From an optimization exercise on the open Yosys and OpenROAD flow, aimed at small area; shortcuts taken in it are not production practice. Where RTL was checked, it was by simulation tests only, not by an equivalence proof against the original. For runs 1 to 3, only the layout was checked, not whether the RTL still works. No activity file was given, so power comes from the tool's default toggle rates.

==> design/flow/design.v <==
package mpb_pkg;
	localparam int ADDR_W = 7;
	localparam int DATA_W = 8;
	typedef logic [ADDR_W-1:0] addr_t;      
	typedef logic [DATA_W-1:0] data_t;      
	localparam int REG_NUM = 128;
	localparam addr_t REVID_ADDR  = 7'h7F;
	localparam data_t REVID_VALUE = 8'h27;
	typedef enum logic [1:0] {
		GNT_IDLE = 2'd0,                  
		GNT_I2C  = 2'd1,                  
		GNT_PRL  = 2'd2                   
	} grant_t;
endpackage
`timescale 1ns/10ps
import mpb_pkg::*;
module sfr_rowsel (
	input  logic  i_hi,
	input  logic  i_lo,
	input  logic  i_hi_n,
	input  logic  i_lo_n,
	output logic  o_sel,
	output logic  o_sel_n
);
	assign o_sel   = ~(i_hi_n | i_lo_n);
	assign o_sel_n = ~(i_hi & i_lo);
endmodule
module sfr_rdsel (
	input  logic  i_hi_n,
	input  logic  i_lo_n,
	output logic  o_sel
);
	assign o_sel = ~(i_hi_n | i_lo_n);
endmodule
module sfr_aoi3 (
	input  logic  i_a0, i_s0,
	input  logic  i_a1, i_s1,
	input  logic  i_a2, i_s2,
	output logic  o_y_n
);
	assign o_y_n = ~((i_a0 & i_s0) | (i_a1 & i_s1) | (i_a2 & i_s2));
endmodule
module sfr_bank (
	input  logic  i_clk,
	input  logic  i_rst,
	input  logic  i_we,                   
	input  mpb_pkg::addr_t i_addr,
	input  mpb_pkg::data_t i_wdat,
	output mpb_pkg::data_t o_rdat         
);
	localparam int NRW = REG_NUM - 1;     
	localparam int NGRP = NRW / 3;        
	mpb_pkg::data_t regs [NRW];           
	logic [7:0]  rd_hi_n;                 
	logic [15:0] rd_lo_n;                 
	logic [7:0]  wr_hi, wr_hi_n;          
	logic [15:0] wr_lo, wr_lo_n;
	always_comb begin
		for (int i = 0; i < 8; i++)  rd_hi_n[i] = (i_addr[6:4] != 3'(i));
		for (int j = 0; j < 16; j++) rd_lo_n[j] = (i_addr[3:0] != 4'(j));
		for (int i = 0; i < 8; i++)  wr_hi[i] = i_rst | (i_we & ~rd_hi_n[i]);
		for (int j = 0; j < 16; j++) wr_lo[j] = i_rst | ~rd_lo_n[j];
		wr_hi_n = ~wr_hi;
		wr_lo_n = ~wr_lo;
	end
	logic [REG_NUM-1:0] rsel;
	logic [NRW-1:0]     wsel, wsel_n;
	for (genvar n = 0; n < REG_NUM; n++) begin : g_sel
		sfr_rdsel u_rdsel (
			.i_hi_n	(rd_hi_n[n / 16]),
			.i_lo_n	(rd_lo_n[n % 16]),
			.o_sel	(rsel[n])
		);
	end
	for (genvar n = 0; n < NRW; n++) begin : g_wsel
		sfr_rowsel u_rowsel (
			.i_hi	(wr_hi[n / 16]),
			.i_lo	(wr_lo[n % 16]),
			.i_hi_n	(wr_hi_n[n / 16]),
			.i_lo_n	(wr_lo_n[n % 16]),
			.o_sel	(wsel[n]),
			.o_sel_n(wsel_n[n])
		);
	end
	logic [7:0] grp_n [NGRP + 1];         
	mpb_pkg::data_t rd_mux;
	for (genvar g = 0; g < NGRP; g++) begin : g_grp
		for (genvar b = 0; b < DATA_W; b++) begin : g_bit
			sfr_aoi3 u_aoi (
				.i_a0	(regs[3*g][b]),   .i_s0 (rsel[3*g]),
				.i_a1	(regs[3*g+1][b]), .i_s1 (rsel[3*g+1]),
				.i_a2	(regs[3*g+2][b]), .i_s2 (rsel[3*g+2]),
				.o_y_n	(grp_n[g][b])
			);
		end
	end
	always_comb begin
		for (int b = 0; b < DATA_W; b++) begin
			grp_n[NGRP][b] = ~((regs[NRW-1][b] & rsel[NRW-1]) | (REVID_VALUE[b] & rsel[REG_NUM-1]));
		end
	end
	always_comb begin
		for (int b = 0; b < DATA_W; b++) begin
			rd_mux[b] = 1'b0;
			for (int g = 0; g <= NGRP; g++) rd_mux[b] = rd_mux[b] | ~grp_n[g][b];
		end
	end
	always_ff @(posedge i_clk) begin
		o_rdat <= rd_mux;
	end
	mpb_pkg::data_t wd;
	assign wd = i_wdat & {DATA_W{~i_rst}};
	for (genvar n = 0; n < NRW; n++) begin : g_row
		mpb_pkg::data_t nxt;
		for (genvar b = 0; b < DATA_W; b++) begin : g_bit
			mpb_hold u_hold (
				.i_q	(regs[n][b]),
				.i_d	(wd[b]),
				.i_ld	(wsel[n]),
				.i_ld_n	(wsel_n[n]),
				.o_y	(nxt[b])
			);
		end
		always_ff @(posedge i_clk) begin
			regs[n] <= nxt;
		end
	end
endmodule
`timescale 1ns/10ps
import mpb_pkg::*;
module mpb_hold (
	input  logic  i_q,
	input  logic  i_d,
	input  logic  i_ld,
	input  logic  i_ld_n,
	output logic  o_y
);
	assign o_y = (i_q & i_ld_n) | (i_d & i_ld);
endmodule
module mpb_arbiter (
	input  logic  i_clk,
	input  logic  i_rst,
	input  logic  i_rd_0,                 
	input  logic  i_wr_0,                 
	input  mpb_pkg::addr_t i_addr_0,
	input  mpb_pkg::data_t i_wdat_0,
	output logic  o_busy_0,               
	output logic  o_rrdy_0,               
	input  logic  i_rd_1,                 
	input  logic  i_wr_1,                 
	input  mpb_pkg::addr_t i_addr_1,
	input  mpb_pkg::data_t i_wdat_1,
	output logic  o_busy_1,               
	output logic  o_rrdy_1,               
	output logic  o_bus_we,
	output mpb_pkg::addr_t o_bus_addr,
	output mpb_pkg::data_t o_bus_wdat
);
	localparam int PW = 1 + ADDR_W + DATA_W;    
	logic        full0, full1;
	logic        fill0, fill1;
	logic        full0_nxt;
	assign fill0     = i_rd_0 | i_wr_0;
	assign fill1     = i_rd_1 | i_wr_1;
	assign full0_nxt = fill0 | (full0 & full1);
	logic [PW-1:0] s0_q, s0_nxt;
	logic [PW-1:0] in0, in1;
	assign in0 = {i_wr_0, i_addr_0, i_wdat_0};
	assign in1 = {i_wr_1, i_addr_1, i_wdat_1};
	for (genvar b = 0; b < PW; b++) begin : g_s0
		mpb_hold u_hold (
			.i_q	(s0_q[b]),
			.i_d	(in0[b]),
			.i_ld	(~full0),
			.i_ld_n	(full0),
			.o_y	(s0_nxt[b])
		);
	end
	always_ff @(posedge i_clk) begin
		s0_q <= s0_nxt;
	end
	logic [PW-1:0] bus_nxt, bus_q;
	logic          we_q, rd_q;
	assign bus_nxt = fill1 ? in1 : s0_nxt;
	always_ff @(posedge i_clk) begin
		bus_q <= bus_nxt;
	end
	logic        rrdy0_q, rrdy1_q;
	always_ff @(posedge i_clk) begin
		if (i_rst) begin
			full0   <= 1'b0;
			full1   <= 1'b0;
			we_q    <= 1'b0;
			rd_q    <= 1'b0;
			rrdy0_q <= 1'b0;
			rrdy1_q <= 1'b0;
		end else begin
			full0   <= full0_nxt;
			full1   <= fill1;
			we_q    <= (fill1 | full0_nxt) &  bus_nxt[PW-1];
			rd_q    <= (fill1 | full0_nxt) & ~bus_nxt[PW-1];
			rrdy0_q <= rd_q & ~full1;
			rrdy1_q <= rd_q &  full1;
		end
	end
	assign o_bus_we   = we_q;
	assign o_bus_addr = bus_q[DATA_W +: ADDR_W];
	assign o_bus_wdat = bus_q[0 +: DATA_W];
	assign o_busy_0 = full0;
	assign o_busy_1 = full1;
	assign o_rrdy_0 = rrdy0_q;
	assign o_rrdy_1 = rrdy1_q;
endmodule
`timescale 1ns/10ps
import mpb_pkg::*;
module mpb_core (
	input  logic  i_clk,
	input  logic  i_rst,
	input  logic  i_rd_0,
	input  logic  i_wr_0,
	input  mpb_pkg::addr_t i_addr_0,
	input  mpb_pkg::data_t i_wdat_0,
	input  logic  i_rd_1,
	input  logic  i_wr_1,
	input  mpb_pkg::addr_t i_addr_1,
	input  mpb_pkg::data_t i_wdat_1,
	output logic  o_busy_0,
	output logic  o_busy_1,
	output logic  o_rrdy_0,
	output logic  o_rrdy_1,
	output mpb_pkg::data_t o_rdat
);
	logic  bus_we;
	mpb_pkg::addr_t bus_addr;
	mpb_pkg::data_t bus_wdat;
	mpb_arbiter u0_mpb_arbiter (
		.i_clk		(i_clk),
		.i_rst		(i_rst),
		.i_rd_0		(i_rd_0),	 
		.i_wr_0		(i_wr_0),
		.i_addr_0	(i_addr_0),
		.i_wdat_0	(i_wdat_0),
		.o_busy_0	(o_busy_0),
		.o_rrdy_0	(o_rrdy_0),
		.i_rd_1		(i_rd_1),	 
		.i_wr_1		(i_wr_1),
		.i_addr_1	(i_addr_1),
		.i_wdat_1	(i_wdat_1),
		.o_busy_1	(o_busy_1),
		.o_rrdy_1	(o_rrdy_1),
		.o_bus_we	(bus_we),	 
		.o_bus_addr	(bus_addr),
		.o_bus_wdat	(bus_wdat)
	);  
	sfr_bank u0_sfr_bank (
		.i_clk		(i_clk),
		.i_rst		(i_rst),
		.i_we		(bus_we),
		.i_addr		(bus_addr),
		.i_wdat		(bus_wdat),
		.o_rdat		(o_rdat)	 
	);  
endmodule
==> design/flow/flow/run.sh <==
#!/bin/bash
# Standard synthesis and layout (standard.sh), with a leaner clock tree
# (small clock buffers, no dummy loads) and small port buffers.
set -euo pipefail
CTS="-sink_clustering_enable -repair_clock_nets -dont_use_dummy_load -buf_list {sky130_fd_sc_hd__clkbuf_4 sky130_fd_sc_hd__clkbuf_8}"
bash standard.sh finish \
	"CTS_ARGS=$CTS" \
	"BUFFER_PORTS_ARGS=-buffer_cell sky130_fd_sc_hd__buf_1" \
	> make_flow.log 2>&1
==> design/flow/standard.sh <==
#!/bin/bash
# synth_recipe.tcl (not shown) runs the flow's synth.tcl, then flattens the netlist and writes it again
# the make line also repeats each setting of config.mk as NAME=value (left out here)
make -C /OpenROAD-flow-scripts/flow DESIGN_CONFIG=/design/flow/config.mk WORK_HOME=/design/flow/orfs CLKGATE_MAP_FILE= SYNTH_SCRIPT=/design/flow/synth_recipe.tcl "${@:-finish}"
==> design/flow/config.mk <==
export PLATFORM = sky130hd
export DESIGN_NAME = mpb_core
export DESIGN_NICKNAME = mpb_core
export VERILOG_FILES = /design/flow/design.v
export SDC_FILE = /design/flow/constraint.sdc
export NUM_CORES = 4
export LEC_CHECK = 0
export CAP_MARGIN = 20
export CORE_MARGIN = 2
export CORE_UTILIZATION = 40
export SLEW_MARGIN = 20
export SYNTH_HIERARCHICAL = 1
==> design/flow/constraint.sdc <==
create_clock -name core_clock -period 5.0 [get_ports {i_clk}]
set_input_delay 1.0000 -clock core_clock [delete_from_list [all_inputs] [get_ports {i_clk}]]
set_output_delay 1.0000 -clock core_clock [all_outputs]
set_load 0.01 [all_outputs]
==> run_results.csv, run 1 <==
group,metric,value,unit
clocking,cts_tree,"built",
placement,post_dp_cell_area,39300,um2
detailed_routing,drt-total-wl,142000,um
placement,globalplace.congestion,0.966,
placement,port_buffers,47,
sta,rsz0062_at_grt,"false",
die,die_y,308,um
global_route,overflow,0,
sta,clock_skew,0.100,ns
global_route,busiest_layer,"met2",
clocking,ctsHoldBuffers,0,
clocking,cts_num_sinks,1061,
logic_synthesis,yosysSeqAreaShare,0.576,
die,pin_count,48,
logic_synthesis,synthTopCellsByArea,"dfxtp_1 (58%), a22o_1 (25%), a222oi_1 (9.1%), nor2_1 (2.7%), nand2_1 (1.5%)",
clocking,clkLatencyLatePin,0.84,ns
global_route,grt_max_degree,128,
global_route,grt_antenna_before_repair,6,
logic_synthesis,mappedNetlistArea,36900,um2
run,maxCapViolations,0,
logic_synthesis,async_reset_ff_frac,0,
global_route,grt_pass1_wl,205000,um
detailed_routing,dr.pass1.iters,13,
global_route,use_met2,0.413,
final_layout,multi_input_area,15500,um2
critical_path,cp_max_fo,10,
logic_synthesis,syn_nets,3101,
sta,worstMarginPinSlew,1.19,ns
critical_path,r2r.worst_path.cells,7,
hold_path,worst_hold_path_type,"in2reg",
logic_synthesis,synth_top_flop_cell,"dfxtp_1",
placement,dp_hpwl,92400,um
sta,finalMaxSlewViolations,0,
hold_path,hold_depth,2,
final_layout,nFillCells,8404,
clocking,cts_setup_buffers,0,
critical_path,critPathLaunchType,"register",
critical_path,crit_path_end_kind,"register",
logic_synthesis,postSynthCellCount,3065,
placement,place_inst,4361,
die,die_area,94700,um2
detailed_routing,first_iter_violations,5810,
logic_synthesis,synth.distinct_cells,39,
global_route,grt_pass1_vias,29400,
logic_synthesis,yosysTopAreaCell,"dfxtp_1",
sta,timing.slew.headroom,0.207,
clocking,cts_max_level,4,
die,die_x,308,um
logic_synthesis,synthTopCellsByCount,"dfxtp_1 (1061), a22o_1 (1032), a222oi_1 (336)",
clocking,cts_buffer_depth,3,
sta,final-hold-violation-count,0,
final_layout,stdcell_count,4536,
die,start_util,0.403,
logic_synthesis,synth_edf_count,0,
final_layout,drive_gt1_frac,0.0941,
final_layout,regArea,21200,um2
final_layout,syn2layout_area_growth,12.9,%
detailed_routing,dr_total_vias,31700,
logic_synthesis,synth_most_common_cell,"dfxtp_1",
pwr,power.total,19000,uW
sta,finalCritPeriodShare,0.768,
clocking,postCtsResizedCells,0,
detailed_routing,drc,0,
sta,setup_viol,0,
pwr,ir_drop,0.313,mV
critical_path,criticalPathCategory,"reg2reg",
pwr,leakage,0.0162,uW
pwr,power_density,456,nW/um2
sta,tns,0,ns
die,core,91500,um2
detailed_routing,detail-route-antenna-nets,0,
global_route,met1_usage,0.401,
sta,finalWorstPathRequiredPeriod,3.84,ns
critical_path,crit_arrival,4.53,ns
logic_synthesis,synth-seq-cells,1061,
logic_synthesis,yosysWarnings,348,
clocking,numCtsBuffers,172,
final_layout,final_area,41700,um2
detailed_routing,via_per_inst,6.99,
logic_synthesis,synth.top_cell.area_share,0.576,
global_route,gr-usage-met3,0.0764,
detailed_routing,wl_per_cell,31.3,um
global_route,track_usage,0.289,
die,row_count,111,
sta,fin_hold_ws,0.388,ns
clocking,clk_pin_slew,0.06,ns
outcome,outcome,"timing/DRC/antenna clean",
clocking,cts-root-buf,"clkbuf_8",
critical_path,cp.required,5.69,ns
sta,max_freq,260,MHz
final_layout,layout.nets,3385,
logic_synthesis,avgSynthCellArea,12.0,um2
-- final timing paths --
| kind | from | to | slack (ns) |
|---|---|---|---|
| worst min register to register | u0_mpb_arbiter.rd_q | u0_mpb_arbiter.rrdy0_q | 0.47 |
| worst max register to register | u0_mpb_arbiter.bus_q[9] | u0_sfr_bank.o_rdat[0] | 1.16 |
| worst min-delay path | i_wdat_1[7] | u0_mpb_arbiter.bus_q[7] | 0.39 |
| worst max-delay path | u0_mpb_arbiter.bus_q[9] | u0_sfr_bank.o_rdat[0] | 1.16 |
-- logic make-up after synthesis --
logic type | count (synthesis) | synth area share
AND/OR/NAND/NOR | 548 | 0.0670
AO/OA/AOI/OAI | 1402 | 0.346
flip-flops | 1061 | 0.576
buffers and inverters | 39 | 0.00617
multiplexers | 15 | 0.00549
-- stage by stage --
step | util | setup slack [ns]
5_1_grt | 0.455 | 1.16
3_3_place_gp | 0.429 | 0.914
2_1_floorplan | - | -0.828
3_5_place_dp | 0.429 | 1.25
4_1_cts | 0.455 | 1.34
6_report | 0.455 | 1.16
-- modules after synthesis (local to each module, per instance), excerpt --
| module | copies in the design | cells |
|---|---|---|
| mpb_arbiter | 1 | 65 |
| mpb_hold | 1032 | 1 |
| sfr_aoi3 | 336 | 1 |
| sfr_bank | 1 | 1250 |
| sfr_rdsel | 128 | 1 |
| sfr_rowsel | 127 | 2 |
-- layout by cell type (no fill, tap or decap), types with 3 or more instances in the layout --
| cell type | instances |
|---|---|
| buf_1 | 46 |
| nand3_1 | 15 |
| inv_1 | 14 |
| a211oi_1 | 3 |
| a31oi_4 | 5 |
| nor4_1 | 12 |
| clkbuf_8 | 172 |
| buf_4 | 60 |
| nand4b_1 | 4 |
| nor3_1 | 4 |
| mux2_2 | 6 |
| nor2_1 | 262 |
| buf_12 | 16 |
| a21oi_2 | 8 |
| mux2_4 | 9 |
| inv_2 | 12 |
| a222oi_1 | 336 |
| nand2b_1 | 3 |
| a2111oi_0 | 4 |
| nor2_4 | 3 |
| a22o_1 | 1032 |
| dfxtp_1 | 1061 |
| nor2b_4 | 14 |
| a21o_1 | 3 |
| nand2_1 | 143 |
| diode_2 | 3 |
| nand4_1 | 81 |
-- registers in the layout (all words and copies together) (netlist names) --
register and flops:
u0_mpb_arbiter.full0 1, u0_mpb_arbiter.full1 1, u0_mpb_arbiter.we_q 1, u0_sfr_bank.o_rdat 8
u0_mpb_arbiter.bus_q 15, u0_mpb_arbiter.rrdy0_q 1, u0_mpb_arbiter.s0_q 16, u0_sfr_bank.regs 1016
u0_mpb_arbiter.rrdy1_q 1, u0_mpb_arbiter.rd_q 1
-- metal layers --
layer,vias up,share of wire
met5,-,0.00044
met4,8,0.050
met2,2093,0.42
met1,15700,0.42
li1,13500,-
met3,347,0.11
-- area by class of cell --
cell class,instances,area share
inverters,26,0.00234
repair buffers,123,0.0228
diodes,3,0.000180
multi-input cells,1965,0.372
flip-flops and latches,1061,0.510
clock buffers,172,0.0568
well taps,1186,0.0356
-- worst max-delay path, stage by stage, from the launching register on --
cell       delay [ns]
dfxtp_1          0.67
nor2b_4          0.16
nand3_1          0.67
nor2_1           0.44
a222oi_1         0.62
nand4_1          0.22
a2111oi_0        0.83
nand3_1          0.14
-- power breakdown --
group          internal [uW]  switching, uW
sequential              9660            786
clock                   3020           3110
combinational           1080           1350
total                  13800           5250
==> run 2: changes to the inputs <==
==> design/flow/run.sh (new file) <==
#!/bin/bash
# synth_recipe.tcl (not shown) runs the flow's synth.tcl, then flattens the netlist and writes it again
# the make line also repeats each setting of config.mk as NAME=value (left out here)
make -C /OpenROAD-flow-scripts/flow DESIGN_CONFIG=/design/flow/config.mk WORK_HOME=/design/flow/orfs CLKGATE_MAP_FILE= SYNTH_SCRIPT=/design/flow/synth_recipe.tcl finish
removed: design/flow/flow/run.sh
removed: design/flow/standard.sh
==> run 2 against run 1 <==
  * Still clean on timing, DRC and antenna
  * Sequential share of layout area shrank 2.0 points
  * Die area stayed put
  * Clock skew fell by 0.060 ns
  * Count of clock-buffer cells in the layout decreased by 15
  * Global-route usage up 0.19 points
  * Worst hold slack improved by 0.097 ns
  * Register-to-register slack got worse by 0.31 ns
  * Non-clock buffer count shrank 4
  * Critical path type unchanged
==> run_results.csv, run 2 <==
group,metric,value,unit
outcome,outcome,"timing/DRC/antenna clean",
global_route,grt_max_degree,128,
clocking,cts_tree,"built",
clocking,postCtsResizedCells,0,
pwr,seqPwrFrac,0.481,
placement,dp_hpwl,93400,um
sta,final-hold-violation-count,0,
final_layout,nFillCells,8094,
final_layout,post-route-util,0.474,
pwr,sw_frac_of_total,0.260,
final_layout,final_common_cell,"dfxtp_1",
sta,finalWorstPathRequiredPeriod,4.15,ns
global_route,grt_antenna_before_repair,3,
hold_path,worst_hold_path_type,"reg2reg",
global_route,overflow,0,
sta,setup_viol,0,
clocking,clk_pin_slew,0.06,ns
global_route,grt_pass1_wl,210000,um
die,start_util,0.403,
logic_synthesis,synth_mux_area_frac,0.00549,
logic_synthesis,synth_top_family_by_area,"compound AO/OA/AOI/OAI gates",
clocking,ctsHoldBuffers,0,
logic_synthesis,synthTopCellsByArea,"dfxtp_1 (58%), a22o_1 (25%), a222oi_1 (9.1%), nor2_1 (2.7%), nand2_1 (1.5%)",
critical_path,crit_arrival,4.66,ns
detailed_routing,drc,0,
logic_synthesis,synthTopCellsByCount,"dfxtp_1 (1061), a22o_1 (1032), a222oi_1 (336)",
pwr,leakage,0.0169,uW
detailed_routing,drt-total-wl,144000,um
die,die_area,94700,um2
clocking,cts_num_sinks,1061,
die,die_x,308,um
logic_synthesis,synth_top_flop_cell,"dfxtp_1",
sta,worstMarginPinSlew,1.22,ns
pwr,p_clk_frac,0.404,
sta,timing.slew.headroom,0.184,
global_route,track_usage,0.291,
final_layout,largest_reg_flops,1016,
placement,globalplace.congestion,0.959,
final_layout,top_regs,"u0_sfr_bank.regs x1016, u0_mpb_arbiter.s0_q x16, u0_mpb_arbiter.bus_q x15",
logic_synthesis,synth_compound_gate_area_share,0.346,
detailed_routing,dr.pass1.iters,14,
clocking,cts_max_level,3,
pwr,ir_drop,0.289,mV
critical_path,cp.required,5.51,ns
sta,rsz0062_at_grt,"false",
die,row_count,111,
pwr,combPwrFrac,0.115,
final_layout,antenna_cells,0,
logic_synthesis,synth.top_cell.area_share,0.576,
logic_synthesis,avgSynthCellArea,12.0,um2
logic_synthesis,synth_edf_count,0,
clocking,numCtsBuffers,110,
die,die_y,308,um
logic_synthesis,yosysTopAreaCell,"dfxtp_1",
logic_synthesis,synthAdderAreaFrac,0,
pwr,power_density,500,nW/um2
die,core,91500,um2
sta,max_freq,241,MHz
clocking,cts_setup_buffers,0,
clocking,clkLatencyLatePin,0.69,ns
clocking,cts-root-buf,"clkbuf_16",
logic_synthesis,synth_most_common_cell,"dfxtp_1",
critical_path,critPathLaunchType,"register",
sta,tns,0,ns
clocking,cts_buffer_depth,3,
sta,finalMaxSlewViolations,0,
final_layout,regArea,21200,um2
pwr,p_sw,5630,uW
logic_synthesis,yosysWarnings,348,
critical_path,cp_max_fo,10,
logic_synthesis,mappedNetlistArea,36900,um2
logic_synthesis,synth.distinct_cells,39,
logic_synthesis,postSynthCellCount,3065,
detailed_routing,via_per_inst,7.10,
final_layout,layout.nets,3319,
sta,fin_hold_ws,0.485,ns
detailed_routing,dr_total_vias,32400,
sta,setup_slack,0.846,ns
critical_path,crit_path_end_kind,"register",
detailed_routing,wl_per_cell,31.5,um
pwr,power.total,21700,uW
logic_synthesis,async_reset_ff_frac,0,
final_layout,syn2layout_area_growth,17.6,%
logic_synthesis,synthXorXnorAreaFrac,0,
sta,clock_skew,0.0404,ns
logic_synthesis,yosysSeqAreaShare,0.576,
global_route,grt_pass1_vias,30900,
detailed_routing,detail-route-antenna-nets,0,
die,pin_count,48,
run,maxCapViolations,0,
detailed_routing,first_iter_violations,5986,
critical_path,criticalPathCategory,"reg2reg",
placement,port_buffers,47,
logic_synthesis,synthSimpleGateAreaFrac,0.0670,
final_layout,regMostFlops,"u0_sfr_bank.regs",
logic_synthesis,synth-seq-cells,1061,
final_layout,layout_common_cells,"dfxtp_1 (1061), a22o_1 (1032), a222oi_1 (336)",
sta,finalCritPeriodShare,0.831,
logic_synthesis,syn_nets,3101,
final_layout,multi_input_area,15500,um2
pwr,internal_power,16100,uW
final_layout,drive_gt1_frac,0.0940,
placement,dp_slack,1.12,ns
## run 2: worst paths after layout
check / start / to / slack (ns) / cells past startpoint
worst max-delay path: u0_mpb_arbiter.bus_q[9] / u0_sfr_bank.o_rdat[5] / 0.85 / 7
worst min-delay path: u0_sfr_bank.regs[76][0] / u0_sfr_bank.regs[76][0] / 0.48 / 1
worst max register to register: u0_mpb_arbiter.bus_q[9] / u0_sfr_bank.o_rdat[5] / 0.85 / 7
worst min register to register: u0_sfr_bank.regs[76][0] / u0_sfr_bank.regs[76][0] / 0.48 / 1
## run 2: cells by family (layout without fill, tap and decap cells)
| kind of cell | after synthesis | count (layout) |
|---|---|---|
| flip-flops | 1061 | 1061 |
| AO/OA/AOI/OAI | 1402 | 1402 |
| multiplexers | 15 | 15 |
| buffers and inverters | 39 | 348 |
| AND/OR/NAND/NOR | 548 | 548 |
## run 2: power groups by stage
stage               Combinational (uW)  Clock (uW)  Sequential (uW)
finish                            2490        8760            10400
global route                      2600        9200            10500
CTS                               2420        8810            10400
detailed placement                2410           0            10600
global placement                  2320           0            10500
floorplan                         1630           0            10300
## run 2: critical path, stage by stage, from the launching register on
cell      delay [ns]
dfxtp_1         0.67
nor2b_4         0.18
nand2_1         0.66
nor2_1          0.34
a222oi_1        0.65
nand4_1         0.26
nor4_1          1.03
nand3_1         0.17
## run 2: routing by layer
layer | global-route usage | part of all wire | wire length (um) | up-vias
li1 | - | - | - | 13500
met1 | 0.391 | 0.40 | 57100 | 16200
met2 | 0.431 | 0.43 | 61400 | 2268
met3 | 0.0670 | 0.11 | 16200 | 416
met4 | 0.161 | 0.062 | 8830 | 2
met5 | 0 | 0.000077 | 11 | -
## run 2: through the flow
stage / cell area [um2] / instances
6_report: 43400 / 4560
5_1_grt: 43400 / 4560
4_1_cts: 43400 / 4560
3_5_place_dp: 39500 / 4357
3_3_place_gp: 39400 / 4356
2_1_floorplan: 36900 / 3065
## run 2: layout make-up
| type | count | area share |
|---|---|---|
| Clock buffer | 157 | 0.0740 |
| Clock inverter | 46 | 0.0163 |
| Sequential cell | 1061 | 0.490 |
| Timing Repair Buffer | 119 | 0.0258 |
| Tap cell | 1186 | 0.0342 |
| Inverter | 26 | 0.00225 |
| Multi-Input combinational cell | 1965 | 0.358 |
## run 2: per-module statistics from Yosys, one instance, submodules excluded, excerpt
module / area (um2) / cells
mpb_arbiter: 1050 / 65
sfr_rdsel: 3.75 / 1
sfr_rowsel: 7.51 / 2
sfr_bank: 22000 / 1250
mpb_hold: 8.76 / 1
sfr_aoi3: 10.0 / 1
==> run 3: changes to the inputs <==
--- a/design/flow/design.v
+++ b/design/flow/design.v
@@ -51,13 +51,14 @@
 	localparam int NRW = REG_NUM - 1;     
-	localparam int NGRP = NRW / 3;        
 	mpb_pkg::data_t regs [NRW];           
-	logic [7:0]  rd_hi_n;                 
-	logic [15:0] rd_lo_n;                 
+	logic [3:0]  rd_q;                    
+	logic [3:0]  rd_m_n;                  
+	logic [7:0]  rd_l_n;                  
 	logic [7:0]  wr_hi, wr_hi_n;          
-	logic [15:0] wr_lo, wr_lo_n;
+	logic [15:0] wr_lo, wr_lo_n;          
 	always_comb begin
-		for (int i = 0; i < 8; i++)  rd_hi_n[i] = (i_addr[6:4] != 3'(i));
-		for (int j = 0; j < 16; j++) rd_lo_n[j] = (i_addr[3:0] != 4'(j));
-		for (int i = 0; i < 8; i++)  wr_hi[i] = i_rst | (i_we & ~rd_hi_n[i]);
-		for (int j = 0; j < 16; j++) wr_lo[j] = i_rst | ~rd_lo_n[j];
+		for (int i = 0; i < 4; i++)  rd_q[i]   = (i_addr[6:5] == 2'(i));
+		for (int i = 0; i < 4; i++)  rd_m_n[i] = (i_addr[4:3] != 2'(i));
+		for (int j = 0; j < 8; j++)  rd_l_n[j] = (i_addr[2:0] != 3'(j));
+		for (int i = 0; i < 8; i++)  wr_hi[i] = i_rst | (i_we & (i_addr[6:4] == 3'(i)));
+		for (int j = 0; j < 16; j++) wr_lo[j] = i_rst | (i_addr[3:0] == 4'(j));
 		wr_hi_n = ~wr_hi;
@@ -65,9 +66,9 @@
 	end
-	logic [REG_NUM-1:0] rsel;
-	logic [NRW-1:0]     wsel, wsel_n;
-	for (genvar n = 0; n < REG_NUM; n++) begin : g_sel
+	logic [31:0]    rsel;                 
+	logic [NRW-1:0] wsel, wsel_n;
+	for (genvar m = 0; m < 32; m++) begin : g_sel
 		sfr_rdsel u_rdsel (
-			.i_hi_n	(rd_hi_n[n / 16]),
-			.i_lo_n	(rd_lo_n[n % 16]),
-			.o_sel	(rsel[n])
+			.i_hi_n	(rd_m_n[m / 8]),
+			.i_lo_n	(rd_l_n[m % 8]),
+			.o_sel	(rsel[m])
 		);
@@ -84,12 +85,14 @@
 	end
-	logic [7:0] grp_n [NGRP + 1];         
+	logic [7:0] grp_n [4][11];            
 	mpb_pkg::data_t rd_mux;
-	for (genvar g = 0; g < NGRP; g++) begin : g_grp
-		for (genvar b = 0; b < DATA_W; b++) begin : g_bit
-			sfr_aoi3 u_aoi (
-				.i_a0	(regs[3*g][b]),   .i_s0 (rsel[3*g]),
-				.i_a1	(regs[3*g+1][b]), .i_s1 (rsel[3*g+1]),
-				.i_a2	(regs[3*g+2][b]), .i_s2 (rsel[3*g+2]),
-				.o_y_n	(grp_n[g][b])
-			);
+	for (genvar k = 0; k < 4; k++) begin : g_qtr
+		for (genvar g = 0; g < 10; g++) begin : g_grp
+			for (genvar b = 0; b < DATA_W; b++) begin : g_bit
+				sfr_aoi3 u_aoi (
+					.i_a0	(regs[32*k+3*g][b]),   .i_s0 (rsel[3*g]),
+					.i_a1	(regs[32*k+3*g+1][b]), .i_s1 (rsel[3*g+1]),
+					.i_a2	(regs[32*k+3*g+2][b]), .i_s2 (rsel[3*g+2]),
+					.o_y_n	(grp_n[k][g][b])
+				);
+			end
 		end
@@ -97,4 +100,9 @@
 	always_comb begin
+		for (int k = 0; k < 3; k++) begin
+			for (int b = 0; b < DATA_W; b++) begin
+				grp_n[k][10][b] = ~((regs[32*k+30][b] & rsel[30]) | (regs[32*k+31][b] & rsel[31]));
+			end
+		end
 		for (int b = 0; b < DATA_W; b++) begin
-			grp_n[NGRP][b] = ~((regs[NRW-1][b] & rsel[NRW-1]) | (REVID_VALUE[b] & rsel[REG_NUM-1]));
+			grp_n[3][10][b] = ~((regs[NRW-1][b] & rsel[30]) | (REVID_VALUE[b] & rsel[31]));
 		end
@@ -104,3 +112,8 @@
 			rd_mux[b] = 1'b0;
-			for (int g = 0; g <= NGRP; g++) rd_mux[b] = rd_mux[b] | ~grp_n[g][b];
+			for (int k = 0; k < 4; k++) begin
+				logic any;
+				any = 1'b0;
+				for (int g = 0; g < 11; g++) any = any | ~grp_n[k][g][b];
+				rd_mux[b] = rd_mux[b] | (any & rd_q[k]);
+			end
 		end
==> design/flow/flow/run.sh (new file) <==
#!/bin/bash
# Standard synthesis and layout (standard.sh), with a leaner clock tree
# (larger sink clusters, no dummy loads) and small port buffers.
set -euo pipefail
CTS="-sink_clustering_enable -sink_clustering_size 24 -sink_clustering_max_diameter 80 -repair_clock_nets -dont_use_dummy_load -buf_list {sky130_fd_sc_hd__clkbuf_8 sky130_fd_sc_hd__clkbuf_16}"
bash standard.sh finish \
	"CTS_ARGS=$CTS" \
	"BUFFER_PORTS_ARGS=-buffer_cell sky130_fd_sc_hd__buf_1" \
	> make_flow.log 2>&1
==> design/flow/standard.sh (new file) <==
#!/bin/bash
# synth_recipe.tcl (not shown) runs the flow's synth.tcl, then flattens the netlist and writes it again
# the make line also repeats each setting of config.mk as NAME=value (left out here)
make -C /OpenROAD-flow-scripts/flow DESIGN_CONFIG=/design/flow/config.mk WORK_HOME=/design/flow/orfs CLKGATE_MAP_FILE= SYNTH_SCRIPT=/design/flow/synth_recipe.tcl "${@:-finish}"
removed: design/flow/run.sh
==> run 3 against run 2 <==
  * Clock power down 49%
  * Sequential power hardly changed
  * Fmax rose by 2.8%
  * Critical path type unchanged
  * Critical endpoint unchanged
  * Largest cell class unchanged
  * Largest power group unchanged
  * Highest routed layer unchanged
==> run_results.csv, run 3 <==
group,metric,value,unit
logic_synthesis,synth.distinct_cells,39,
critical_path,crit_path_end_kind,"register",
critical_path,cp.buffers_inverters,1,
critical_path,crit_family,"simple AND/OR/NAND/NOR gates",
global_route,grt_pass1_vias,29300,
clocking,clkLatencyLatePin,0.64,ns
pwr,ir_drop,0.273,mV
outcome,outcome,"timing/DRC/antenna clean",
logic_synthesis,synth_top_flop_cell,"dfxtp_1",
sta,worstMarginPinSlew,1.21,ns
clocking,cts-root-buf,"clkbuf_16",
detailed_routing,detail-route-antenna-nets,0,
final_layout,drive_gt1_frac,0.0604,
clocking,cts_tree,"built",
sta,final-hold-violation-count,0,
critical_path,max_stage_delay,1.03,ns
sta,rsz0062_at_grt,"false",
critical_path,critPathCapture,"u0_sfr_bank.o_rdat[5]",
critical_path,cp.required,5.47,ns
critical_path,slowest_stage,"nor4_1",
placement,port_buffers,47,
clocking,cts_setup_buffers,0,
critical_path,criticalPathCategory,"reg2reg",
critical_path,crit_arrival,4.51,ns
final_layout,layout.nets,3186,
placement,place_inst,4271,
critical_path,critPathLaunchType,"register",
clocking,cts_max_level,2,
logic_synthesis,yosysWarnings,332,
global_route,track_usage,0.276,
detailed_routing,drc,0,
logic_synthesis,yosysSeqAreaShare,0.582,
logic_synthesis,syn_nets,3031,
logic_synthesis,avgSynthCellArea,12.2,um2
logic_synthesis,synthSimpleGateAreaFrac,0.0551,
critical_path,r2r.worst_path.cells,8,
pwr,power.total,17500,uW
critical_path,crit_chain,"nand2b_1 > nor2_2 > buf_4 > a222oi_1 > nand4_1 > a221o_1 > nor4_1 > o31ai_1",
logic_synthesis,synthXorXnorAreaFrac,0,
sta,tns,0,ns
global_route,overflow,0,
sta,finalMaxSlewViolations,0,
sta,finalWorstPathRequiredPeriod,4.04,ns
hold_path,worst_hold_path_type,"reg2reg",
logic_synthesis,synthTopCellsByArea,"dfxtp_1 (58%), a22o_1 (25%), a222oi_1 (8.8%), nor2_1 (1.7%), nand2_1 (1.5%)",
pwr,leakage,0.0156,uW
logic_synthesis,async_reset_ff_frac,0,
final_layout,top_regs,"u0_sfr_bank.regs x1016, u0_mpb_arbiter.s0_q x16, u0_mpb_arbiter.bus_q x15",
logic_synthesis,postSynthCellCount,2995,
final_layout,syn2layout_area_growth,10.1,%
logic_synthesis,synth_compound_gate_area_share,0.352,
critical_path,reg2reg_slack,0.96,ns
die,die_area,93700,um2
placement,globalplace.congestion,0.937,
clocking,clk_pin_slew,0.11,ns
logic_synthesis,synth_top_family_by_area,"compound AO/OA/AOI/OAI gates",
logic_synthesis,yosysTopAreaCell,"dfxtp_1",
sta,setup_viol,0,
detailed_routing,first_iter_violations,5705,
logic_synthesis,synth_mux_area_frac,0.00555,
sta,timing.slew.headroom,0.185,
placement,dp_slack,1.31,ns
sta,finalCritPeriodShare,0.808,
clocking,postCtsResizedCells,0,
global_route,grt_antenna_before_repair,6,
sta,clock_skew,0.0660,ns
run,maxCapViolations,0,
critical_path,timing.rr.end,"u0_sfr_bank.o_rdat[5]",
die,die_x,306,um
final_layout,layout_common_cells,"dfxtp_1 (1061), a22o_1 (1036), a222oi_1 (320)",
pwr,power_density,436,nW/um2
logic_synthesis,synthAdderAreaFrac,0,
critical_path,r2r_start,"u0_mpb_arbiter.bus_q[8]",
die,core,90300,um2
sta,setup_slack,0.958,ns
placement,dp_hpwl,86000,um
clocking,cts_num_sinks,1061,
final_layout,largest_reg_flops,1016,
die,row_count,110,
logic_synthesis,synth-seq-cells,1061,
global_route,grt_pass1_wl,199000,um
detailed_routing,wl_per_cell,31.5,um
logic_synthesis,synth.top_cell.area_share,0.582,
critical_path,path_depth,8,
logic_synthesis,synth_edf_count,0,
clocking,cts_buffer_depth,3,
die,pin_count,48,
critical_path,cp_max_fo,32,
logic_synthesis,synthTopCellsByCount,"dfxtp_1 (1061), a22o_1 (1036), a222oi_1 (320)",
final_layout,final_common_cell,"dfxtp_1",
clocking,numCtsBuffers,52,
critical_path,crit_start,"u0_mpb_arbiter.bus_q[8]",
clocking,ctsHoldBuffers,0,
die,start_util,0.404,
sta,max_freq,247,MHz
detailed_routing,via_per_inst,7.22,
final_layout,regMostFlops,"u0_sfr_bank.regs",
logic_synthesis,synth_most_common_cell,"dfxtp_1",
die,die_y,306,um
hold_path,min_from,"u0_sfr_bank.regs[67][4]",
detailed_routing,dr.pass1.iters,22,
detailed_routing,dr_total_vias,31200,
detailed_routing,drt-total-wl,136000,um
final_layout,stdcell_count,4326,
global_route,grt_max_degree,128,
logic_synthesis,mappedNetlistArea,36500,um2
## run 3: changes by cell type in the layout (fill, tap and decap cells not counted), sizes merged, moves of 24 or more
cell and delta:
clkbuf -104, nor2 -96, clkdlybuf4s50 -46, buf +45
clkinv -24
## run 3: area by class of cell
class	instances	area [um2]
timing repair buffer	118	811
multi-input combinational	1891	15300
tap	1176	1470
antenna	2	5.00
clock buffer	52	1300
fill	8294	50100
sequential	1061	21200
inverter	26	97.6
## run 3: metal layers
layer / vias to the layer above / global-route usage / share of wire
met5: - / 0 / 0.00016
met3: 340 / 0.0693 / 0.12
met1: 15700 / 0.377 / 0.40
met2: 2087 / 0.416 / 0.43
met4: 4 / 0.116 / 0.046
li1: 13100 / - / -
## run 3: how the worst min path moves through the flow
stage	slack [ns]	to	depth (start not counted)
2_1_floorplan	0.45	u0_mpb_arbiter.rrdy0_q	1
3_3_place_gp	0.46	u0_mpb_arbiter.s0_q[5]	1
3_5_place_dp	0.47	u0_mpb_arbiter.s0_q[1]	1
4_1_cts	0.49	u0_sfr_bank.regs[86][4]	1
5_1_grt	0.50	u0_sfr_bank.regs[28][3]	1
6_report	0.49	u0_sfr_bank.regs[67][4]	1
## run 3: cells by family after synthesis
family / after synthesis
compound gates: 1427
flops: 1061
simple gates: 449
buf+inv: 43
mux: 15
## run 3: power by group
group          switching [uW]  internal (uW)  total [uW]
logic                    1500           1120        2630
registers                 745           9630       10400
clock network            2650           1860        4500
total                    4900          12600       17500
## run 3: worst register-to-register path, stage by stage, from the launching register on
cell	delay [ns]
dfxtp_1	0.62
nand2b_1	0.47
nor2_2	0.07
buf_4	0.28
a222oi_1	0.64
nand4_1	0.19
a221o_1	0.38
nor4_1	1.03
o31ai_1	0.19
## run 3: per-module statistics from Yosys, one instance, submodules excluded, excerpt
module	copies in the design	area, um2	flip-flops and latches	cells
mpb_hold	1032	8.76	0	1
sfr_aoi3	320	10.0	0	1
mpb_arbiter	1	1050	37	65
sfr_bank	1	22100	1024	1292
sfr_rdsel	32	3.75	0	1
sfr_rowsel	127	7.51	0	2
## run 3: stage by stage
step                instance area, um2   util  hold WS [ns]
finish                           40200  0.445         0.491
global route                     40200  0.445         0.502
CTS                              40200  0.445         0.492
detailed placement               38900  0.430         0.465
global placement                 38900  0.430         0.460
floorplan                        36500      -         0.448
==> run 4: changes to the inputs <==
--- a/design/flow/design.v
+++ b/design/flow/design.v
@@ -42,2 +42,11 @@
 endmodule
+module sfr_tgl (
+	input  logic  i_q,
+	input  logic  i_d,
+	input  logic  i_ld,
+	input  logic  i_ld_n,
+	output logic  o_y
+);
+	assign o_y = ~((i_q | i_ld) & (i_d | i_ld_n));
+endmodule
 module sfr_bank (
@@ -51,3 +60,11 @@
 	localparam int NRW = REG_NUM - 1;     
-	mpb_pkg::data_t regs [NRW];           
+	mpb_pkg::data_t regs [NRW];
+	logic           phase;
+	always_ff @(posedge i_clk) begin
+		if (i_rst) begin
+			phase <= 1'b0;
+		end else begin
+			phase <= ~phase;
+		end
+	end
 	logic [3:0]  rd_q;                    
@@ -106,3 +123,3 @@
 		for (int b = 0; b < DATA_W; b++) begin
-			grp_n[3][10][b] = ~((regs[NRW-1][b] & rsel[30]) | (REVID_VALUE[b] & rsel[31]));
+			grp_n[3][10][b] = ~((regs[NRW-1][b] & rsel[30]) | ((REVID_VALUE[b] ^ phase) & rsel[31]));
 		end
@@ -121,6 +138,6 @@
 	always_ff @(posedge i_clk) begin
-		o_rdat <= rd_mux;
+		o_rdat <= rd_mux ^ {DATA_W{phase}};
 	end
 	mpb_pkg::data_t wd;
-	assign wd = i_wdat & {DATA_W{~i_rst}};
+	assign wd = i_rst ? '1 : (i_wdat ^ {DATA_W{phase}});
 	for (genvar n = 0; n < NRW; n++) begin : g_row
@@ -128,3 +145,3 @@
 		for (genvar b = 0; b < DATA_W; b++) begin : g_bit
-			mpb_hold u_hold (
+			sfr_tgl u_tgl (
 				.i_q	(regs[n][b]),
==> run 4 against run 3 <==
  * Fmax decreased by 1.4%
  * Flip-flop and latch count increased by 1
  * Critical path depth is the same
  * Non-clock buffer count grew 4
  * First-iteration DRC count fell by 11%
  * Global-route usage rose by 0.16 points
  * Count of clock-buffer cells in the layout unchanged
  * Sequential power up 8%
  * Sequential share of layout area rose by 3.3 points
  * Die area shrank 6.0%
  * Total power increased by 6.8%
  * Critical endpoint unchanged
  * Highest routed layer unchanged
==> run_results.csv, run 4 <==
group,metric,value,unit
logic_synthesis,mappedNetlistArea,34300,um2
sta,clock_skew,0.0888,ns
logic_synthesis,async_reset_ff_frac,0,
final_layout,regArea,21300,um2
critical_path,criticalPathCategory,"reg2reg",
sta,timing.slew.headroom,0.295,
die,die_area,88000,um2
final_layout,post-route-util,0.445,
final_layout,final_common_cell,"dfxtp_1",
global_route,grt_antenna_before_repair,3,
global_route,grt_max_degree,81,
placement,port_buffers,47,
run,maxCapViolations,0,
sta,finalWorstPathRequiredPeriod,4.10,ns
final_layout,multi_input_area,12900,um2
die,pin_count,48,
clocking,ctsHoldBuffers,0,
final_layout,final_area,37900,um2
global_route,grt_pass1_wl,189000,um
clocking,postCtsResizedCells,0,
final_layout,regMostFlops,"u0_sfr_bank.regs",
logic_synthesis,yosysSeqAreaShare,0.620,
sta,setup_viol,0,
final_layout,top_regs,"u0_sfr_bank.regs x1016, u0_mpb_arbiter.s0_q x16, u0_mpb_arbiter.bus_q x15",
die,start_util,0.403,
final_layout,syn2layout_area_growth,10.5,%
detailed_routing,dr_total_vias,30700,
logic_synthesis,yosysWarnings,332,
logic_synthesis,synthTopCellsByArea,"dfxtp_1 (62%), o22ai_1 (19%), a222oi_1 (9.3%), nor2_1 (1.8%), nand2_1 (1.5%)",
sta,rsz0062_at_grt,"false",
sta,max_freq,244,MHz
final_layout,drive_gt1_frac,0.0688,
clocking,cts_buffer_depth,3,
global_route,overflow,0,
pwr,power.total,18700,uW
placement,dp_hpwl,82800,um
sta,finalCritPeriodShare,0.820,
logic_synthesis,synth_top_flop_cell,"dfxtp_1",
clocking,cts_tree,"built",
logic_synthesis,syn_nets,3047,
sta,finalMaxSlewViolations,0,
sta,final-hold-violation-count,0,
sta,worstMarginPinSlew,1.06,ns
pwr,ir_drop,0.281,mV
logic_synthesis,synth-seq-cells,1062,
critical_path,cp.required,5.50,ns
clocking,clkLatencyLatePin,0.65,ns
clocking,numCtsBuffers,52,
die,core,85000,um2
logic_synthesis,yosysTopAreaCell,"dfxtp_1",
final_layout,largest_reg_flops,1016,
clocking,cts_setup_buffers,0,
logic_synthesis,synthTopCellsByCount,"dfxtp_1 (1062), o22ai_1 (1017), a222oi_1 (320)",
detailed_routing,drc,0,
pwr,power_density,494,nW/um2
logic_synthesis,synth.top_cell.area_share,0.620,
logic_synthesis,synth_most_common_cell,"dfxtp_1",
global_route,track_usage,0.278,
final_layout,layout_common_cells,"dfxtp_1 (1062), o22ai_1 (1017), a222oi_1 (320)",
clocking,cts_num_sinks,1062,
outcome,outcome,"timing/DRC/antenna clean",
pwr,leakage,0.0136,uW
die,row_count,107,
detailed_routing,via_per_inst,7.11,
detailed_routing,detail-route-antenna-nets,0,
global_route,grt_pass1_vias,27800,
final_layout,layout.nets,3205,
critical_path,crit_path_end_kind,"register",
placement,post_dp_cell_area,36600,um2
clocking,clk_pin_slew,0.10,ns
sta,tns,0,ns
hold_path,worst_hold_path_type,"reg2reg",
final_layout,nFillCells,8058,
critical_path,crit_arrival,4.60,ns
critical_path,critPathLaunchType,"register",
logic_synthesis,avgSynthCellArea,11.4,um2
detailed_routing,first_iter_violations,5064,
detailed_routing,drt-total-wl,129000,um
detailed_routing,wl_per_cell,29.9,um
critical_path,cp_max_fo,17,
logic_synthesis,postSynthCellCount,3011,
placement,globalplace.congestion,0.968,
logic_synthesis,synth_edf_count,0,
clocking,cts_max_level,2,
die,die_x,297,um
logic_synthesis,synth.distinct_cells,39,
clocking,cts-root-buf,"clkbuf_16",
detailed_routing,dr.pass1.iters,12,
die,die_y,297,um
## run 4: changes by cell type after synthesis, sizes merged, moves of 12 or more
| cell | delta |
|---|---|
| a221oi | -16 |
| a22o | -1020 |
| a22oi | +24 |
| nand3 | +20 |
| nor3 | -12 |
| o22ai | +1016 |
| o31ai | +20 |
## run 4: layout make-up
cell class	count	share of cell area
Tap cell	1144	0.0378
Antenna cell	2	0.000132
Timing Repair Buffer	122	0.0222
Clock buffer	52	0.0344
Inverter	26	0.00258
Sequential cell	1062	0.562
Multi-Input combinational cell	1905	0.341
## run 4: stage by stage
step	hold WS [ns]	setup slack [ns]	std cells
after CTS	0.448	1.13	4311
after global placement	0.428	1.08	4259
after detailed placement	0.436	1.10	4259
after global routing	0.457	0.792	4311
final	0.443	0.901	4313
after floorplan	0.417	1.16	3011
## run 4: routing by layer
| layer | wire length, um | global-route usage | vias up |
|---|---|---|---|
| li1 | - | - | 13200 |
| met2 | 54000 | 0.398 | 1863 |
| met4 | 7550 | 0.143 | 4 |
| met5 | 27 | 0 | - |
| met1 | 53600 | 0.395 | 15300 |
| met3 | 13900 | 0.0546 | 326 |
## run 4: modules after synthesis, one instance, submodules excluded, excerpt
| module | cells inside | cell area (um2) | flops+latches | copies in the design |
|---|---|---|---|---|
| sfr_tgl | 1 | 6.26 | 0 | 1016 |
| sfr_aoi3 | 1 | 10.0 | 0 | 320 |
| mpb_arbiter | 65 | 1050 | 37 | 1 |
| sfr_rowsel | 2 | 7.51 | 0 | 127 |
| mpb_hold | 1 | 8.76 | 0 | 16 |
| sfr_rdsel | 1 | 3.75 | 0 | 32 |
| sfr_bank | 1308 | 22500 | 1025 | 1 |
## run 4: cells by family after synthesis
| kind of cell | Yosys count | synth area share |
|---|---|---|
| buffers and inverters | 44 | 0.00708 |
| xor gates and xnor gates | 16 | 0.00409 |
| DFF | 1062 | 0.620 |
| muxes | 15 | 0.00591 |
| and+or+nand+nor | 435 | 0.0565 |
| AOI/OAI and AO/OA | 1439 | 0.306 |
## run 4: power by group
part | internal (uW) | switching, uW | total (uW)
Sequential | 10200 | 998 | 11200
Clock | 1860 | 2630 | 4490
Combinational | 1100 | 1900 | 3000
Total | 13200 | 5530 | 18700
## run 4: worst max-delay path, cell delays in order, from the launching register on
cell and delay [ns]:
dfxtp_1 0.53, nand2b_1 0.47, nor2_2 0.28, buf_4 0.29
a222oi_1 0.54, nand4_1 0.46, o31ai_1 0.91, o2111ai_1 0.25
xor2_1 0.19
## run 4: worst paths after layout
| path | start | end | slack (ns) | cells past startpoint |
|---|---|---|---|---|
| hold reg to reg | u0_sfr_bank.regs[75][0] | u0_sfr_bank.regs[75][0] | 0.44 | 1 |
| setup reg to reg | u0_mpb_arbiter.bus_q[11] | u0_sfr_bank.o_rdat[5] | 0.90 | 8 |
| hold / removal | u0_sfr_bank.regs[75][0] | u0_sfr_bank.regs[75][0] | 0.44 | 1 |
| setup / recovery | u0_mpb_arbiter.bus_q[11] | u0_sfr_bank.o_rdat[5] | 0.90 | 8 |
==> run 5: changes to the inputs <==
==> design/flow/flow/run.sh (replaced) <==
#!/bin/bash
# Standard synthesis and layout (standard.sh), with a leaner clock tree
# (larger sink clusters, no dummy loads) and small port buffers.
set -euo pipefail
CTS="-sink_clustering_enable -sink_clustering_size 26 -sink_clustering_max_diameter 70 -repair_clock_nets -dont_use_dummy_load -buf_list {sky130_fd_sc_hd__clkbuf_16}"
bash standard.sh finish \
	"CTS_ARGS=$CTS" \
	"BUFFER_PORTS_ARGS=-buffer_cell sky130_fd_sc_hd__buf_1" \
	> make_flow.log 2>&1
--- a/design/flow/config.mk
+++ b/design/flow/config.mk
@@ -9,3 +9,3 @@
 export CORE_MARGIN = 2
-export CORE_UTILIZATION = 40
+export CORE_UTILIZATION = 70
 export SLEW_MARGIN = 20
==> run 5 against run 4 <==
  * Still clean
  * Non-clock buffer count fell by 6
  * Design area down 2.2%
  * Utilization up 32 points
  * Die area decreased by 42%
  * Fmax grew 4.6%
  * Global-route usage is 20 points higher
  * Sequential share of layout area grew 1.3 points
  * Synthesized area unchanged
  * Largest power group unchanged
==> run_results.csv, run 5 <==
group,metric,value,unit
hold_path,worst_hold_path_type,"reg2reg",
logic_synthesis,synthTopCellsByCount,"dfxtp_1 (1062), o22ai_1 (1017), a222oi_1 (320)",
sta,worstMarginPinSlew,1.23,ns
clocking,cts_tree,"built",
detailed_routing,dr_total_vias,32100,
logic_synthesis,async_reset_ff_frac,0,
sta,clock_skew,0.0398,ns
die,row_count,81,
die,pin_count,48,
critical_path,cp.required,5.50,ns
logic_synthesis,mappedNetlistArea,34300,um2
logic_synthesis,syn_nets,3047,
pwr,power_density,500,nW/um2
clocking,cts_setup_buffers,0,
critical_path,criticalPathCategory,"reg2reg",
logic_synthesis,yosysWarnings,332,
die,die_y,225,um
detailed_routing,detail-route-antenna-nets,0,
critical_path,crit_arrival,4.42,ns
pwr,combPwrFrac,0.162,
die,core,48600,um2
sta,fin_hold_ws,0.450,ns
die,start_util,0.705,
clocking,clkLatencyLatePin,0.64,ns
placement,port_buffers,47,
final_layout,largest_reg_flops,1016,
final_layout,top_regs,"u0_sfr_bank.regs x1016, u0_mpb_arbiter.s0_q x16, u0_mpb_arbiter.bus_q x15",
detailed_routing,drt-total-wl,124000,um
pwr,sw_frac_of_total,0.298,
global_route,grt_pass1_wl,182000,um
final_layout,syn2layout_area_growth,8.04,%
sta,max_freq,255,MHz
clocking,cts_max_level,2,
placement,dp_hpwl,79700,um
clocking,clk_pin_slew,0.09,ns
sta,final-hold-violation-count,0,
logic_synthesis,synthTopCellsByArea,"dfxtp_1 (62%), o22ai_1 (19%), a222oi_1 (9.3%), nor2_1 (1.8%), nand2_1 (1.5%)",
final_layout,regMostFlops,"u0_sfr_bank.regs",
outcome,outcome,"timing/DRC/antenna clean",
sta,setup_viol,0,
pwr,ir_drop,0.418,mV
final_layout,drive_gt1_frac,0.0656,
placement,globalplace.congestion,1.03,
clocking,postCtsResizedCells,0,
logic_synthesis,yosysTopAreaCell,"dfxtp_1",
die,die_area,50700,um2
critical_path,critPathLaunchType,"register",
sta,finalWorstPathRequiredPeriod,3.92,ns
final_layout,post-route-util,0.761,
logic_synthesis,synth_most_common_cell,"dfxtp_1",
sta,rsz0062_at_grt,"false",
sta,timing.slew.headroom,0.180,
final_layout,final_common_cell,"dfxtp_1",
pwr,internal_power,13000,uW
pwr,leakage,0.0135,uW
critical_path,crit_path_end_kind,"register",
clocking,ctsHoldBuffers,0,
pwr,p_sw,5520,uW
detailed_routing,drc,0,
logic_synthesis,avgSynthCellArea,11.4,um2
sta,finalMaxSlewViolations,0,
final_layout,stdcell_count,3783,
placement,place_inst,3730,
detailed_routing,dr.pass1.iters,15,
sta,tns,0,ns
global_route,track_usage,0.473,
global_route,grt_max_degree,105,
clocking,cts-root-buf,"clkbuf_16",
global_route,overflow,0,
logic_synthesis,yosysSeqAreaShare,0.620,
die,die_x,225,um
global_route,grt_pass1_vias,29100,
logic_synthesis,synth_edf_count,0,
logic_synthesis,postSynthCellCount,3011,
pwr,seqPwrFrac,0.610,
logic_synthesis,synth.distinct_cells,39,
sta,finalCritPeriodShare,0.784,
final_layout,layout.nets,3194,
pwr,p_clk_frac,0.227,
clocking,cts_num_sinks,1062,
logic_synthesis,synth.top_cell.area_share,0.620,
detailed_routing,first_iter_violations,7141,
final_layout,layout_common_cells,"dfxtp_1 (1062), o22ai_1 (1017), a222oi_1 (320)",
logic_synthesis,synth_top_flop_cell,"dfxtp_1",
detailed_routing,via_per_inst,8.49,
run,maxCapViolations,0,
clocking,cts_buffer_depth,3,
detailed_routing,wl_per_cell,32.9,um
global_route,grt_antenna_before_repair,9,
logic_synthesis,synth-seq-cells,1062,
critical_path,cp_max_fo,32,
clocking,numCtsBuffers,47,
## run 5: cell types whose count changed in the layout (fill, tap and decap cells not counted)
cell       before  now
buf_6           0    1
diode_2         2    5
buf_12          8    7
a2111oi_0       4    2
buf_4          67   61
clkbuf_16      52   47
nor2_4          4    2
a2111oi_1       0    2
nor2_2         29   31
## run 5: cell type report
cell class	count	area, um2
fill	3317	11600
inverter	26	97.6
antenna	5	12.5
timing repair buffer	116	787
tap	622	778
multi-input combinational	1905	12900
sequential	1062	21300
clock buffer	47	1180
## run 5: metal layers
metal / track usage / up-vias / routed length (um)
li1: - / 13200 / -
met1: 0.621 / 15300 / 43800
met2: 0.680 / 2977 / 51600
met3: 0.146 / 626 / 19100
met4: 0.302 / 10 / 9720
met5: 0.00782 / - / 95
## run 5: critical path, cell delays in order (launching register included)
cell and delay (ns):
dfxtp_1 0.53, nand2b_1 0.51, nor2_2 0.06, buf_4 0.29, a222oi_1 0.60, nand4_1 0.44
a2111oi_1 0.96, o2111ai_1 0.21, xor2_1 0.18
## run 5: worst paths after layout
check / endpoint / startpoint / slack, ns / depth (start not counted)
setup / recovery: u0_sfr_bank.o_rdat[7] / u0_mpb_arbiter.bus_q[12] / 1.08 / 8
hold / removal: u0_sfr_bank.regs[102][0] / u0_sfr_bank.regs[102][0] / 0.45 / 1
setup reg to reg: u0_sfr_bank.o_rdat[7] / u0_mpb_arbiter.bus_q[12] / 1.08 / 8
hold reg to reg: u0_sfr_bank.regs[102][0] / u0_sfr_bank.regs[102][0] / 0.45 / 1
## run 5: cells by family after synthesis
| kind of cell | Yosys count | share of synthesized area |
|---|---|---|
| buffers and inverters | 44 | 0.00708 |
| and+or+nand+nor | 435 | 0.0565 |
| AOI/OAI and AO/OA | 1439 | 0.306 |
| xor gates and xnor gates | 16 | 0.00409 |
| DFF | 1062 | 0.620 |
| muxes | 15 | 0.00591 |
## run 5: power by group through the flow
stage	logic [uW]	registers, uW	clock network, uW
2_1_floorplan	1860	11100	0
3_3_place_gp	2670	11300	0
3_5_place_dp	2820	11400	0
4_1_cts	2820	11200	4160
5_1_grt	3090	11400	4470
6_report	3000	11300	4200
## run 5: Yosys stat by module, one instance, submodules excluded, a selection
module / flip-flops and latches / cell area, um2
sfr_bank: 1025 / 22500
mpb_arbiter: 37 / 1050
sfr_rowsel: 0 / 7.51
sfr_aoi3: 0 / 10.0
mpb_hold: 0 / 8.76
sfr_rdsel: 0 / 3.75
sfr_tgl: 0 / 6.26
## run 5: metrics by stage
stage | total power [uW] | setup WS (ns) | area (um2)
floorplan | 12900 | 1.16 | 34300
global placement | 14000 | 1.37 | 35800
detailed placement | 14200 | 1.17 | 35800
CTS | 18200 | 1.15 | 37000
global route | 19000 | 1.12 | 37000
finish | 18500 | 1.08 | 37000
==> run 6: changes to the inputs <==
--- a/design/flow/flow/run.sh
+++ b/design/flow/flow/run.sh
@@ -2,3 +2,4 @@
 # Standard synthesis and layout (standard.sh), with a leaner clock tree
-# (larger sink clusters, no dummy loads) and small port buffers.
+# (larger sink clusters, no dummy loads), small port buffers, and
+# downsizing of non-critical gates after global routing.
 set -euo pipefail
@@ -8,2 +9,3 @@
 	"BUFFER_PORTS_ARGS=-buffer_cell sky130_fd_sc_hd__buf_1" \
+	"RECOVER_POWER=100" \
 	> make_flow.log 2>&1
==> run 6 against run 5 <==
  * The layout now fails its checks (capacitance limit, slew limit)
  * Sequential share of layout area increased by 0.16 points
  * Utilization decreased by 0.21 points
  * Cell count about the same
  * Clock power about the same
  * Critical endpoint is now u0_sfr_bank.o_rdat[0]
  * Largest cell class unchanged
==> run_results.csv, run 6 <==
group,metric,value,unit
clocking,cts_buffer_depth,3,
global_route,grt_pass1_vias,29100,
logic_synthesis,synth_edf_count,0,
hold_path,worst_hold_path_type,"reg2reg",
global_route,busiest_layer,"met2",
logic_synthesis,postSynthCellCount,3011,
logic_synthesis,avgSynthCellArea,11.4,um2
sta,tns,0,ns
logic_synthesis,synth_mux_area_frac,0.00591,
final_layout,layout.nets,3194,
logic_synthesis,async_reset_ff_frac,0,
global_route,overflow,0,
logic_synthesis,synthAdderAreaFrac,0,
sta,worstMarginPinSlew,1.91,ns
detailed_routing,drc,0,
logic_synthesis,synth_top_flop_cell,"dfxtp_1",
outcome,so.violations,"capacitance limit, slew limit",
die,start_util,0.705,
die,die_x,225,um
critical_path,crit_family,"simple AND/OR/NAND/NOR gates",
sta,rsz0062_at_grt,"false",
sta,timing.slew.headroom,-0.276,
die,die_area,50700,um2
outcome,outcome,"finished with violations",
sta,max_freq,226,MHz
global_route,grt_antenna_before_repair,9,
final_layout,syn2layout_area_growth,7.75,%
die,die_y,225,um
critical_path,cp_max_fo,32,
final_layout,stdcell_count,3782,
clocking,clk_pin_slew,0.10,ns
clocking,cts_max_level,2,
logic_synthesis,yosysSeqAreaShare,0.620,
global_route,grt_max_degree,105,
sta,finalMaxSlewViolations,377,
critical_path,criticalPathCategory,"reg2reg",
detailed_routing,detail-route-antenna-nets,0,
logic_synthesis,synth_most_common_cell,"dfxtp_1",
global_route,gr-usage-met3,0.146,
critical_path,crit_chain,"nor2b_1 > nand2b_1 > nor2_1 > clkbuf_1 > a222oi_1 > nand4_1 > nor4_1 > o2111ai_1 > xor2_1",
final_layout,regMostFlops,"u0_sfr_bank.regs",
clocking,cts_tree,"built",
die,core,48600,um2
logic_synthesis,yosysWarnings,332,
critical_path,crit_arrival,4.94,ns
final_layout,final_common_cell,"dfxtp_1",
placement,globalplace.congestion,1.03,
detailed_routing,dr.pass1.iters,22,
final_layout,final_area,36900,um2
critical_path,cp.buffers_inverters,1,
sta,finalCritPeriodShare,0.887,
logic_synthesis,syn_nets,3047,
logic_synthesis,synth.top_cell.area_share,0.620,
run,maxCapViolations,8,
logic_synthesis,synthTopCellsByArea,"dfxtp_1 (62%), o22ai_1 (19%), a222oi_1 (9.3%), nor2_1 (1.8%), nand2_1 (1.5%)",
final_layout,layout_common_cells,"dfxtp_1 (1062), o22ai_1 (1017), a222oi_1 (320)",
critical_path,slowest_stage,"clkbuf_1",
clocking,cts_num_sinks,1062,
clocking,postCtsResizedCells,0,
critical_path,crit_path_end_kind,"register",
pwr,ir_drop,0.422,mV
logic_synthesis,synthXorXnorAreaFrac,0.00409,
final_layout,top_regs,"u0_sfr_bank.regs x1016, u0_mpb_arbiter.s0_q x16, u0_mpb_arbiter.bus_q x15",
logic_synthesis,synth-seq-cells,1062,
logic_synthesis,synth.distinct_cells,39,
clocking,numCtsBuffers,47,
sta,finalWorstPathRequiredPeriod,4.43,ns
pwr,leakage,0.0135,uW
detailed_routing,dr_total_vias,32000,
clocking,cts-root-buf,"clkbuf_16",
detailed_routing,drt-total-wl,124000,um
placement,post_dp_cell_area,35800,um2
logic_synthesis,synth_compound_gate_area_share,0.306,
sta,final-hold-violation-count,0,
global_route,use_met2,0.680,
clocking,ctsHoldBuffers,0,
final_layout,nFillCells,3344,
logic_synthesis,yosysTopAreaCell,"dfxtp_1",
logic_synthesis,synthTopCellsByCount,"dfxtp_1 (1062), o22ai_1 (1017), a222oi_1 (320)",
detailed_routing,wl_per_cell,32.9,um
die,pin_count,48,
sta,clock_skew,0.0371,ns
critical_path,max_stage_delay,1.23,ns
die,row_count,81,
placement,dp_hpwl,79700,um
global_route,met1_usage,0.621,
logic_synthesis,synthSimpleGateAreaFrac,0.0565,
detailed_routing,first_iter_violations,7115,
placement,place_inst,3730,
sta,setup_viol,0,
global_route,track_usage,0.473,
final_layout,largest_reg_flops,1016,
critical_path,critPathLaunchType,"register",
logic_synthesis,mappedNetlistArea,34300,um2
pwr,power_density,501,nW/um2
clocking,clkLatencyLatePin,0.64,ns
logic_synthesis,synth_top_family_by_area,"compound AO/OA/AOI/OAI gates",
final_layout,drive_gt1_frac,0.0596,
critical_path,cp.required,5.51,ns
clocking,cts_setup_buffers,0,
placement,port_buffers,47,
detailed_routing,via_per_inst,8.46,
global_route,grt_pass1_wl,182000,um
## run 6: worst paths after layout
| kind | slack (ns) | start | cells after the start | end |
|---|---|---|---|---|
| max reg2reg | 0.57 | u0_mpb_arbiter.bus_q[10] | 9 | u0_sfr_bank.o_rdat[0] |
| min reg2reg | 0.45 | u0_sfr_bank.regs[102][0] | 1 | u0_sfr_bank.regs[102][0] |
| max | 0.57 | u0_mpb_arbiter.bus_q[10] | 9 | u0_sfr_bank.o_rdat[0] |
| min | 0.45 | u0_sfr_bank.regs[102][0] | 1 | u0_sfr_bank.regs[102][0] |
## run 6: stage by stage
stage / worst slack [ns] / total power (uW) / hold slack (ns) / util
2_1_floorplan: 1.16 / 12900 / 0.417 / -
3_3_place_gp: 1.37 / 14000 / 0.429 / 0.736
3_5_place_dp: 1.17 / 14200 / 0.434 / 0.736
4_1_cts: 1.15 / 18200 / 0.450 / 0.761
5_1_grt: 0.614 / 19000 / 0.460 / 0.759
6_report: 0.566 / 18500 / 0.450 / 0.759
## run 6: cell families after synthesis
family                 Yosys count
buffers and inverters           44
AO/OA/AOI/OAI                 1439
XOR/XNOR                        16
AND/OR/NAND/NOR                435
flip-flops                    1062
multiplexers                    15
## run 6: power breakdown
| part | internal (uW) | switching [uW] | leakage (uW) | total, uW |
|---|---|---|---|---|
| combinational | 1080 | 1920 | 0.00392 | 2990 |
| clock | 1690 | 2510 | 0.000579 | 4200 |
| sequential | 10200 | 1080 | 0.00895 | 11300 |
## run 6: modules after synthesis, one instance, submodules excluded, a selection
| module | flip-flops and latches | area [um2] | cells | times used |
|---|---|---|---|---|
| sfr_bank | 1025 | 22500 | 1308 | 1 |
| mpb_arbiter | 37 | 1050 | 65 | 1 |
| sfr_aoi3 | 0 | 10.0 | 1 | 320 |
| mpb_hold | 0 | 8.76 | 1 | 16 |
| sfr_rowsel | 0 | 7.51 | 2 | 127 |
| sfr_tgl | 0 | 6.26 | 1 | 1016 |
| sfr_rdsel | 0 | 3.75 | 1 | 32 |
## run 6: worst register-to-register path: cells and delay by family, from the launching register on
| family | cells | cell delay, ns |
|---|---|---|
| compound gates | 2 | 0.73 |
| xor+xnor | 1 | 0.32 |
| buf+inv | 1 | 1.23 |
| flops | 1 | 0.38 |
| simple gates | 5 | 1.66 |
## run 6: layout make-up
type	instances	area [um2]	share of cell area
Antenna cell	4	10.0	0.000271
Clock buffer	47	1180	0.0318
Inverter	26	97.6	0.00264
Multi-Input combinational cell	1905	12800	0.348
Sequential cell	1062	21300	0.576
Tap cell	622	778	0.0211
Timing Repair Buffer	116	769	0.0208
## run 6: routing by layer
| metal | up-vias | part of all wire |
|---|---|---|
| met5 | - | 0.00074 |
| met4 | 10 | 0.079 |
| met3 | 632 | 0.15 |
| met2 | 2954 | 0.41 |
| met1 | 15200 | 0.35 |
| li1 | 13200 | - |

## afterwards: timing with drivers on the ports
How much do the figures lean on ideal ports? The routed layouts below were timed once more, with nothing changed but the port constraints.
Step 1 (the two cells are an assumption about what drives the block):
set clk [get_ports {i_clk}]
set_driving_cell -lib_cell sky130_fd_sc_hd__clkbuf_16 $clk
set_driving_cell -lib_cell sky130_fd_sc_hd__buf_2 [delete_from_list [all_inputs] $clk]
Step 2, shift: input delay + t, output delay - t, t = (earliest + latest rising clock arrival at the registers) / 2. This alone moves slack from input paths to output paths.
Slacks: ideal / step 1 / step 2; pairs: ideal / step 1.
run | shift t [ns] | setup slack, ns | clock arrival spread, ns
run 1 | 0.873 | 1.159 / 1.159 / 1.159 | 0.124 / 0.123
run 2 | 0.744 | 0.846 / 0.846 / 0.846 | 0.045 / 0.045
run 3 | 0.676 | 0.958 / 0.958 / 0.958 | 0.066 / 0.066
run 4 | 0.676 | 0.901 / 0.901 / 0.901 | 0.089 / 0.089
run 5 | 0.684 | 1.082 / 1.082 / 1.082 | 0.042 / 0.042
run 6 | 0.682 | 0.566 / 0.566 / -0.018 | 0.039 / 0.040
The setup slack of run 6, which loses most, moves by 0.000 ns with the drivers and by -0.584 ns with both steps.
